From an optimization exercise on the open Yosys and OpenROAD flow, aimed at small area, a short achievable clock period and few clock cycles; shortcuts taken in it are not production practice.
Function was checked by simulation only, so behaviour that the tests miss may differ from the original.
Power is estimated from default activity; no workload was simulated.

==> flow/design.v <==
`default_nettype none
package cachePkg;
	localparam int addressWidth = 16;
	localparam int dataWidth = 32;
	localparam int offsetWidth = 2;
	localparam int indexWidth = 4;
	localparam int tagWidth = addressWidth - indexWidth - offsetWidth;
	localparam int ways = 2;
	localparam int lineWords = 1 << offsetWidth;
	localparam int sets = 1 << indexWidth;  
	localparam int indexLsb = offsetWidth;
	localparam int tagLsb = offsetWidth + indexWidth;
	typedef logic [addressWidth-1:0] addressT;
	typedef logic [dataWidth-1:0] dataT;
	typedef logic [tagWidth-1:0] tagT;
	typedef logic [indexWidth-1:0] indexT;
	typedef logic [offsetWidth-1:0] offsetT;
	typedef logic [$clog2(ways)-1:0] wayT;
	localparam offsetT lastOffset = offsetT'(lineWords - 1);  
	typedef enum logic {
		invalid = 1'b0,
		valid = 1'b1
	} lineStateT;
	typedef enum logic [2:0] {
		idle,
		lookup,
		fill,
		writeThrough,
		respond
	} controllerStateT;
endpackage
`default_nettype wire
`timescale 1ns/1ps
`default_nettype none
module setAssociativeCache (
	input logic clock,
	input logic rstN,
	input logic lookupEnable,
	input cachePkg::addressT lookupAddress,
	output logic lookupHit,
	output cachePkg::wayT lookupWay,
	output cachePkg::dataT lookupData,
	output cachePkg::wayT victimWay,
	input logic fillEnable,
	input cachePkg::wayT fillWay,
	input cachePkg::addressT fillAddress,
	input cachePkg::dataT fillData,
	input logic wordWriteEnable,
	input cachePkg::wayT wordWay,
	input cachePkg::addressT wordAddress,
	input cachePkg::dataT wordData,
	input logic probeEnable,
	input cachePkg::addressT probeAddress,
	output logic probeHit,
	output cachePkg::wayT probeWay,
	input logic invalidateEnable,
	input cachePkg::indexT invalidateIndex,
	input cachePkg::wayT invalidateWay
);
	cachePkg::tagT tagArray [0:cachePkg::sets*cachePkg::ways-1];
	logic [cachePkg::sets*cachePkg::ways-1:0] stateArray;  
	cachePkg::dataT dataArray [0:cachePkg::sets*cachePkg::ways*cachePkg::lineWords-1];
	logic [cachePkg::sets-1:0] lruWay;  
	cachePkg::tagT lookupTag;
	cachePkg::indexT lookupIndex;
	cachePkg::offsetT lookupOffset;
	cachePkg::tagT probeTag;
	cachePkg::indexT probeIndex;
	cachePkg::tagT fillTag;
	cachePkg::indexT fillIndex;
	cachePkg::offsetT fillOffset;
	cachePkg::indexT wordIndex;
	cachePkg::offsetT wordOffset;
	logic [cachePkg::ways-1:0] lookupMatch;
	logic [cachePkg::ways-1:0] probeMatch;
	cachePkg::wayT lookupMatchWay;
	cachePkg::wayT probeMatchWay;
	logic fillLast;
	assign lookupTag = lookupAddress[cachePkg::tagLsb +: cachePkg::tagWidth];
	assign lookupIndex = lookupAddress[cachePkg::indexLsb +: cachePkg::indexWidth];
	assign lookupOffset = lookupAddress[cachePkg::offsetWidth-1:0];
	assign probeTag = probeAddress[cachePkg::tagLsb +: cachePkg::tagWidth];
	assign probeIndex = probeAddress[cachePkg::indexLsb +: cachePkg::indexWidth];
	assign fillTag = fillAddress[cachePkg::tagLsb +: cachePkg::tagWidth];
	assign fillIndex = fillAddress[cachePkg::indexLsb +: cachePkg::indexWidth];
	assign fillOffset = fillAddress[cachePkg::offsetWidth-1:0];
	assign wordIndex = wordAddress[cachePkg::indexLsb +: cachePkg::indexWidth];
	assign wordOffset = wordAddress[cachePkg::offsetWidth-1:0];
	assign fillLast = fillEnable && fillOffset == cachePkg::lastOffset;
	always_comb begin
		lookupMatchWay = '0;
		probeMatchWay = '0;
		for (int w = 0; w < cachePkg::ways; w++) begin
			lookupMatch[w] = stateArray[{lookupIndex, cachePkg::wayT'(w)}]
				&& tagArray[{lookupIndex, cachePkg::wayT'(w)}] == lookupTag;
			probeMatch[w] = stateArray[{probeIndex, cachePkg::wayT'(w)}]
				&& tagArray[{probeIndex, cachePkg::wayT'(w)}] == probeTag;
			if (lookupMatch[w]) begin
				lookupMatchWay = cachePkg::wayT'(w);
			end
			if (probeMatch[w]) begin
				probeMatchWay = cachePkg::wayT'(w);
			end
		end
	end
	always_ff @(posedge clock or negedge rstN) begin
		if (!rstN) begin
			lookupHit <= 1'b0;
			lookupWay <= '0;
			victimWay <= '0;
			probeHit <= 1'b0;
			probeWay <= '0;
		end else begin
			probeHit <= probeEnable && |probeMatch;  
			if (probeEnable) begin
				probeWay <= probeMatchWay;
			end
			if (lookupEnable) begin
				lookupHit <= |lookupMatch;
				lookupWay <= lookupMatchWay;
				victimWay <= lruWay[lookupIndex];
			end
		end
	end
	always_ff @(posedge clock or negedge rstN) begin
		if (!rstN) begin
			lruWay <= '0;
			stateArray <= '0;
		end else begin
			if (lookupEnable && |lookupMatch) begin
				lruWay[lookupIndex] <= ~lookupMatchWay;
			end
			if (fillEnable && fillOffset == '0) begin
				stateArray[{fillIndex, fillWay}] <= 1'b0;  
			end
			if (fillLast) begin
				stateArray[{fillIndex, fillWay}] <= 1'b1;
				lruWay[fillIndex] <= ~fillWay;
			end
			if (invalidateEnable) begin
				stateArray[{invalidateIndex, invalidateWay}] <= 1'b0;
			end
		end
	end
	always_ff @(posedge clock) begin
		if (lookupEnable) begin
			lookupData <= dataArray[{lookupIndex, lookupMatchWay, lookupOffset}];
		end
		if (fillEnable) begin
			dataArray[{fillIndex, fillWay, fillOffset}] <= fillData;
		end
		if (fillLast) begin
			tagArray[{fillIndex, fillWay}] <= fillTag;
		end
		if (wordWriteEnable) begin
			dataArray[{wordIndex, wordWay, wordOffset}] <= wordData;
		end
	end
endmodule
`default_nettype wire
`timescale 1ns/1ps
`default_nettype none
module writeThroughInvalidate (
	input logic clock,
	input logic rstN,
	input logic snoopWrite,
	input cachePkg::addressT snoopAddress,
	output logic probeEnable,
	output cachePkg::addressT probeAddress,
	input logic probeHit,
	input cachePkg::wayT probeWay,
	output logic invalidateEnable,
	output cachePkg::indexT invalidateIndex,
	output cachePkg::wayT invalidateWay
);
	cachePkg::indexT heldIndex;  
	assign probeEnable = snoopWrite;
	assign probeAddress = snoopAddress;
	always_ff @(posedge clock or negedge rstN) begin
		if (!rstN) begin
			heldIndex <= '0;
		end else if (snoopWrite) begin
			heldIndex <= snoopAddress[cachePkg::indexLsb +: cachePkg::indexWidth];
		end
	end
	assign invalidateEnable = probeHit;
	assign invalidateIndex = heldIndex;
	assign invalidateWay = probeWay;
endmodule
`default_nettype wire
`timescale 1ns/1ps
`default_nettype none
module cpuController (
	input logic clock,
	input logic rstN,
	input logic cpuReq,
	input logic cpuWrite,
	input cachePkg::addressT cpuAddress,
	input cachePkg::dataT cpuWriteData,
	output logic cpuDone,
	output cachePkg::dataT cpuReadData,
	output logic memRead,
	output logic memWrite,
	output cachePkg::addressT memAddress,
	output cachePkg::dataT memWriteData,
	input logic memDone,
	input cachePkg::dataT memReadData,
	output logic lookupEnable,
	output cachePkg::addressT lookupAddress,
	input logic lookupHit,
	input cachePkg::wayT lookupWay,
	input cachePkg::dataT lookupData,
	input cachePkg::wayT victimWay,
	output logic fillEnable,
	output cachePkg::wayT fillWay,
	output cachePkg::addressT fillAddress,
	output cachePkg::dataT fillData,
	output logic wordWriteEnable,
	output cachePkg::wayT wordWay,
	output cachePkg::addressT wordAddress,
	output cachePkg::dataT wordData
);
	cachePkg::controllerStateT state;
	logic reqWrite;
	logic writeHit;  
	cachePkg::offsetT fillOffset;
	cachePkg::addressT reqAddress;
	cachePkg::offsetT reqOffset;
	cachePkg::dataT reqData;
	cachePkg::dataT readData;
	assign reqOffset = reqAddress[cachePkg::offsetWidth-1:0];
	assign lookupEnable = state == cachePkg::idle && cpuReq;
	assign lookupAddress = cpuAddress;
	assign fillEnable = state == cachePkg::fill && memDone;
	assign fillAddress = {reqAddress[cachePkg::addressWidth-1:cachePkg::offsetWidth], fillOffset};
	assign fillData = memReadData;
	assign wordWriteEnable = state == cachePkg::writeThrough && memDone && writeHit;
	assign wordAddress = reqAddress;
	assign wordData = reqData;
	assign memAddress = (state == cachePkg::fill) ? fillAddress : reqAddress;
	assign memWriteData = reqData;
	assign cpuDone = state == cachePkg::respond;
	assign cpuReadData = readData;
	always_ff @(posedge clock or negedge rstN) begin
		if (!rstN) begin
			state <= cachePkg::idle;
			reqWrite <= 1'b0;
			writeHit <= 1'b0;
			fillOffset <= '0;
			memRead <= 1'b0;
			memWrite <= 1'b0;
		end else begin
			memRead <= 1'b0;  
			memWrite <= 1'b0;
			case (state)
				cachePkg::idle: begin
					if (cpuReq) begin
						reqWrite <= cpuWrite;
						state <= cachePkg::lookup;
					end
				end
				cachePkg::lookup: begin
					writeHit <= lookupHit;
					if (reqWrite) begin
						memWrite <= 1'b1;
						state <= cachePkg::writeThrough;
					end else if (lookupHit) begin
						state <= cachePkg::respond;
					end else begin
						fillOffset <= '0;
						memRead <= 1'b1;
						state <= cachePkg::fill;
					end
				end
				cachePkg::fill: begin
					if (memDone) begin
						if (fillOffset == cachePkg::lastOffset) begin
							state <= cachePkg::respond;
						end else begin
							fillOffset <= fillOffset + 1'b1;
							memRead <= 1'b1;
						end
					end
				end
				cachePkg::writeThrough: begin
					if (memDone) begin
						state <= cachePkg::respond;
					end
				end
				cachePkg::respond: state <= cachePkg::idle;
				default: state <= cachePkg::idle;
			endcase
		end
	end
	always_ff @(posedge clock) begin
		if (lookupEnable) begin
			reqAddress <= cpuAddress;
			reqData <= cpuWriteData;
		end
		if (state == cachePkg::lookup) begin
			readData <= lookupData;
			fillWay <= victimWay;
			wordWay <= lookupWay;
		end
		if (fillEnable && fillOffset == reqOffset) begin
			readData <= memReadData;  
		end
	end
endmodule
`default_nettype wire
`timescale 1ns/1ps
`default_nettype none
module cacheNode (
	input logic clock,
	input logic rstN,
	input logic cpuReq,
	input logic cpuWrite,
	input cachePkg::addressT cpuAddress,
	input cachePkg::dataT cpuWriteData,
	output logic cpuDone,
	output cachePkg::dataT cpuReadData,
	output logic memRead,
	output logic memWrite,
	output cachePkg::addressT memAddress,
	output cachePkg::dataT memWriteData,
	input logic memDone,
	input cachePkg::dataT memReadData,
	input logic snoopWrite,
	input cachePkg::addressT snoopAddress
);
	logic lookupEnable;
	cachePkg::addressT lookupAddress;
	logic lookupHit;
	cachePkg::wayT lookupWay;
	cachePkg::dataT lookupData;
	cachePkg::wayT victimWay;
	logic fillEnable;
	cachePkg::wayT fillWay;
	cachePkg::addressT fillAddress;
	cachePkg::dataT fillData;
	logic wordWriteEnable;
	cachePkg::wayT wordWay;
	cachePkg::addressT wordAddress;
	cachePkg::dataT wordData;
	logic probeEnable;
	cachePkg::addressT probeAddress;
	logic probeHit;
	cachePkg::wayT probeWay;
	logic invalidateEnable;
	cachePkg::indexT invalidateIndex;
	cachePkg::wayT invalidateWay;
	cpuController controller (.*);
	setAssociativeCache cache (.*);
	writeThroughInvalidate snoop (.*);
endmodule
`default_nettype wire
==> flow/run.sh <==
#!/bin/bash
# synth_recipe.tcl (not shown) runs the flow's synth.tcl, then flattens the netlist and writes it again
# the make line also repeats each setting of config.mk as NAME=value (left out here)
make -C /OpenROAD-flow-scripts/flow DESIGN_CONFIG=/design/flow/config.mk WORK_HOME=/design/flow/orfs CLKGATE_MAP_FILE= SYNTH_SCRIPT=/design/flow/synth_recipe.tcl finish
==> flow/config.mk <==
export PLATFORM = sky130hd
export DESIGN_NAME = cacheNode
export DESIGN_NICKNAME = cacheNode
export VERILOG_FILES = /design/flow/design.v
export SDC_FILE = /design/flow/constraint.sdc
export NUM_CORES = 4
export LEC_CHECK = 0
export CAP_MARGIN = 20
export CORE_MARGIN = 2
export CORE_UTILIZATION = 40
export SLEW_MARGIN = 20
==> flow/constraint.sdc <==
create_clock -name core_clock -period 7.5 [get_ports {clock}]
set_input_delay 1.5000 -clock core_clock [delete_from_list [all_inputs] [get_ports {clock}]]
set_output_delay 1.5000 -clock core_clock [all_outputs]
set_load 0.01 [all_outputs]
==> reports/metrics.cfg <==
[worst_setup_path]
critPathKind = in2reg
cp-end-kind = flop
worst_ep_arrival_time_ns = 6.66
crit_required_ns = 8.18
start_kind = input port
critPathMaxFanout = 44

[pwr]
power.density_nw_per_um2 = 265
p_int_uw = 42200
combPwrFrac_pct = 7.1
power_frac_seq_pct = 52.6
clkPwrFrac_pct = 40.3
p_sw_share_pct = 23.1
switchingPower_uw = 12700
leakage_uw = 0.0646
peakVddDrop_mv = 0.225

[cts]
numClockSinks = 4596
cts_root_buffer = clkbuf_16
cts_tree = built
clk_latency_ns = 1.02
cts_max_level = 5
post_cts_resized = 0
post-cts-setup-buffers = 0
clkTransAtPathRegs_ns = 0.06
cts_buffers = 451
hold_buffers = 0
cts_buffer_depth = 4

[synth]
yosysMostFrequentCell = edfxtp_1
synth.area.top_cells = edfxtp_1, mux4_2, nand2_1
synthesis.nets = 8774
ys_async_sr_fraction_pct = 1.44
syn_area_per_cell_um2 = 20.8
ys_types = 59
syn_area_um2 = 180000
ys_seq_elements = 4596
yosys-top-cells-count = edfxtp_1, mux4_2, nand2_1
yosys_warnings = 3
synthFlopType = edfxtp_1
synth_edf_count = 4530
synth_top_area_share_pct = 75.5
seq_area_frac_synth_pct = 76.4
synthCells = 8654
synth_top_area_cell = edfxtp_1

[timing]
hold-worst-slack_ns = 0.453
period_needed_ns = 5.98
slew_violations = 0
setup_viol = 0
relSlewSlack_pct = 19.0
timing.final.crit_share_pct = 79.7
max_freq_mhz = 167
hold_viol = 0
rsz0062_at_grt = no
tns_ns = 0
tightest_slew_ns = 1.21
clock_skew_ns = 0.0685

[place]
placed_area_um2 = 193000
dp.cells = 14700
place_congestion = 0.864
io_buffers = 182
hpwlAfterDp_um = 308000

[run]
maxCapViolations = 0

[finish]
drive_gt1_share_pct = 26.6
areaGrowthSynthToFinish_pct = 15.0
finalNonFillerCells = 15600
fin_util_pct = 46.2
final_area_um2 = 207000
fin_nets = 9329

[floorplan]
fp.dieW_um = 675
dieArea_um2 = 456000
initial_core_util_pct = 40.1
coreArea_um2 = 449000
rows = 246
io_pins = 185
die_h_um = 675

[drt]
totalWireLength_um = 513000
vias = 92800
detail_route.vias_per_cell = 5.96
drt_iter0_markers = 11800
route.antenna.remaining_nets = 0
wl_per_cell_um = 33.0
drc = 0
dr.pass1.iters = 7

[status]
outcome = timing/DRC/antenna clean

[global_route]
first_global_vias = 93000
grt-ovfl-total = 0
antenna_found_initial = 34
grt_max_degree = 129
grt_pass1_wl_um = 717000
grt_use_total_pct = 22.2

[min_path]
hold_path_class = reg2reg

## critical path, stage by stage
cell      delay, ns
buf_4          0.30
nor2_2         0.97
a221o_1        0.37
a21oi_1        0.08
a211oi_1       0.33
nand4b_1       0.24
nor4_2         0.42
buf_12         0.42
buf_4          0.39
mux2i_1        0.24
a221oi_1       0.16
a21oi_1        0.97
a32oi_1        0.15
## cells by family (layout without fill, tap and decap cells)
family / Yosys count / in the layout / synth area share (%)
AND/OR/NAND/NOR: 1527 / 1527 / 3.64
flip-flops: 4596 / 4596 / 76.4
other: 0 / 19 / 0
buffers and inverters: 529 / 1460 / 1.24
multiplexers: 1380 / 1380 / 16.3
adder cells (fa/ha/maj): 18 / 18 / 0.125
AO/OA/AOI/OAI: 545 / 545 / 2.01
XOR/XNOR: 59 / 59 / 0.287
## path summary, 6_finish.rpt
kind                                        from                   end  slack [ns]  cells past startpoint
max                                cpuAddress[3]  cache.lookupData[11]        1.52                     13
min                              cache.lookupWay    controller.wordWay        0.45                      0
max reg2reg                cache.tagArray[21][2]  cache.lookupData[11]        2.29                     12
min reg2reg                      cache.lookupWay    controller.wordWay        0.45                      0
max in group asynchronous                   rstN       cache.lruWay[6]        6.18                      2
min in group asynchronous                   rstN        cache.probeHit        0.71                      2
## flip-flops by register name, summed over array words and instances, names as in the netlist, 16 cells and up
name / count
cache.dataArray: 4096
cache.lookupData: 32
cache.lruWay: 16
cache.stateArray: 32
cache.tagArray: 320
controller.readData: 32
controller.reqAddress: 16
controller.reqData: 32
## per-layer routing
layer | GRT usage, % | wire [um] | part of all wire (%)
met3 | 4.42 | 46500 | 9.1
met4 | 9.79 | 26600 | 5.2
met5 | 0 | 28 | 0.0055
met2 | 35.2 | 242000 | 47
met1 | 30.0 | 198000 | 39
## cell usage in the layout, fill, tap and decap left out, types with 46 or more instances in the layout
cell             synthesis  layout
nor2_1                 202      64
a21oi_1                 94      94
clkdlybuf4s50_1          0     172
a31oi_1                 60      60
o221ai_1                64      64
nor2_4                   0     135
mux2i_1                 69      69
mux2_2                  83      51
dfrtp_1                 66      66
buf_12                   0      46
nand2_1                827     815
clkbuf_1               369      99
nand4_1                 69      69
buf_4                   37     364
edfxtp_1              4530    4530
nand3_1                292     291
nor3_1                  66      62
clkinv_1                 2     114
clkbuf_16                0     457
mux4_2                1228    1228
clkinv_2                 0      86
o21ai_0                133     128
## final cells by class
class                      instances  area [um2]
inverter                          16        60.1
antenna                           19        47.5
fill                           37000      242000
multi-input combinational       3529       41600
clock buffer                     557       11800
sequential                      4596      138000
tap                             5952        7450
timing repair buffer             615        6110
clock inverter                   272        2410
## power by group through the flow
stage               registers [uW]  logic, uW  clock network [uW]
detailed placement           29500       3810                   0
global placement             29400       3740                   0
CTS                          28900       3820               22400
finish                       28900       3870               22100
global route                 28900       4030               23300
floorplan                    29400       1840                   0
## per-stage QoR
| step | power [uW] | worst slack, ns |
|---|---|---|
| 5_1_grt | 56300 | 1.52 |
| 4_1_cts | 55100 | 1.63 |
| 3_3_place_gp | 33200 | 0.582 |
| 3_5_place_dp | 33300 | 0.577 |
| 2_1_floorplan | 31200 | 1.68 |
| 6_report | 54900 | 1.52 |
Testbench counts, summed over its fixed seeds: cycles 324,178.

-- afterwards: timing with drivers on the ports --
Ports are ideal in the flow. The routed layout listed here was re-timed in OpenROAD.
Step 1 assumes that a clkbuf_16 drives the clock port and a buf_2 every other input.
Step 2, shift: input delay + t, output delay - t, t = (earliest + latest rising clock arrival at the registers) / 2. This alone moves slack from input paths to output paths.
Slacks: ideal ports / drivers / drivers and shift; pairs: ideal ports / drivers.
t, ns: 1.109
setup WS [ns]: 1.525 / 1.625 / 0.516
worst setup path after step 2: input to register
latest minus earliest clock arrival (ns): 0.078 / 0.078
After both steps setup and hold are still met in this run. For this run, drivers alone change the setup slack by +0.100 ns; drivers and shift together by -1.009 ns.
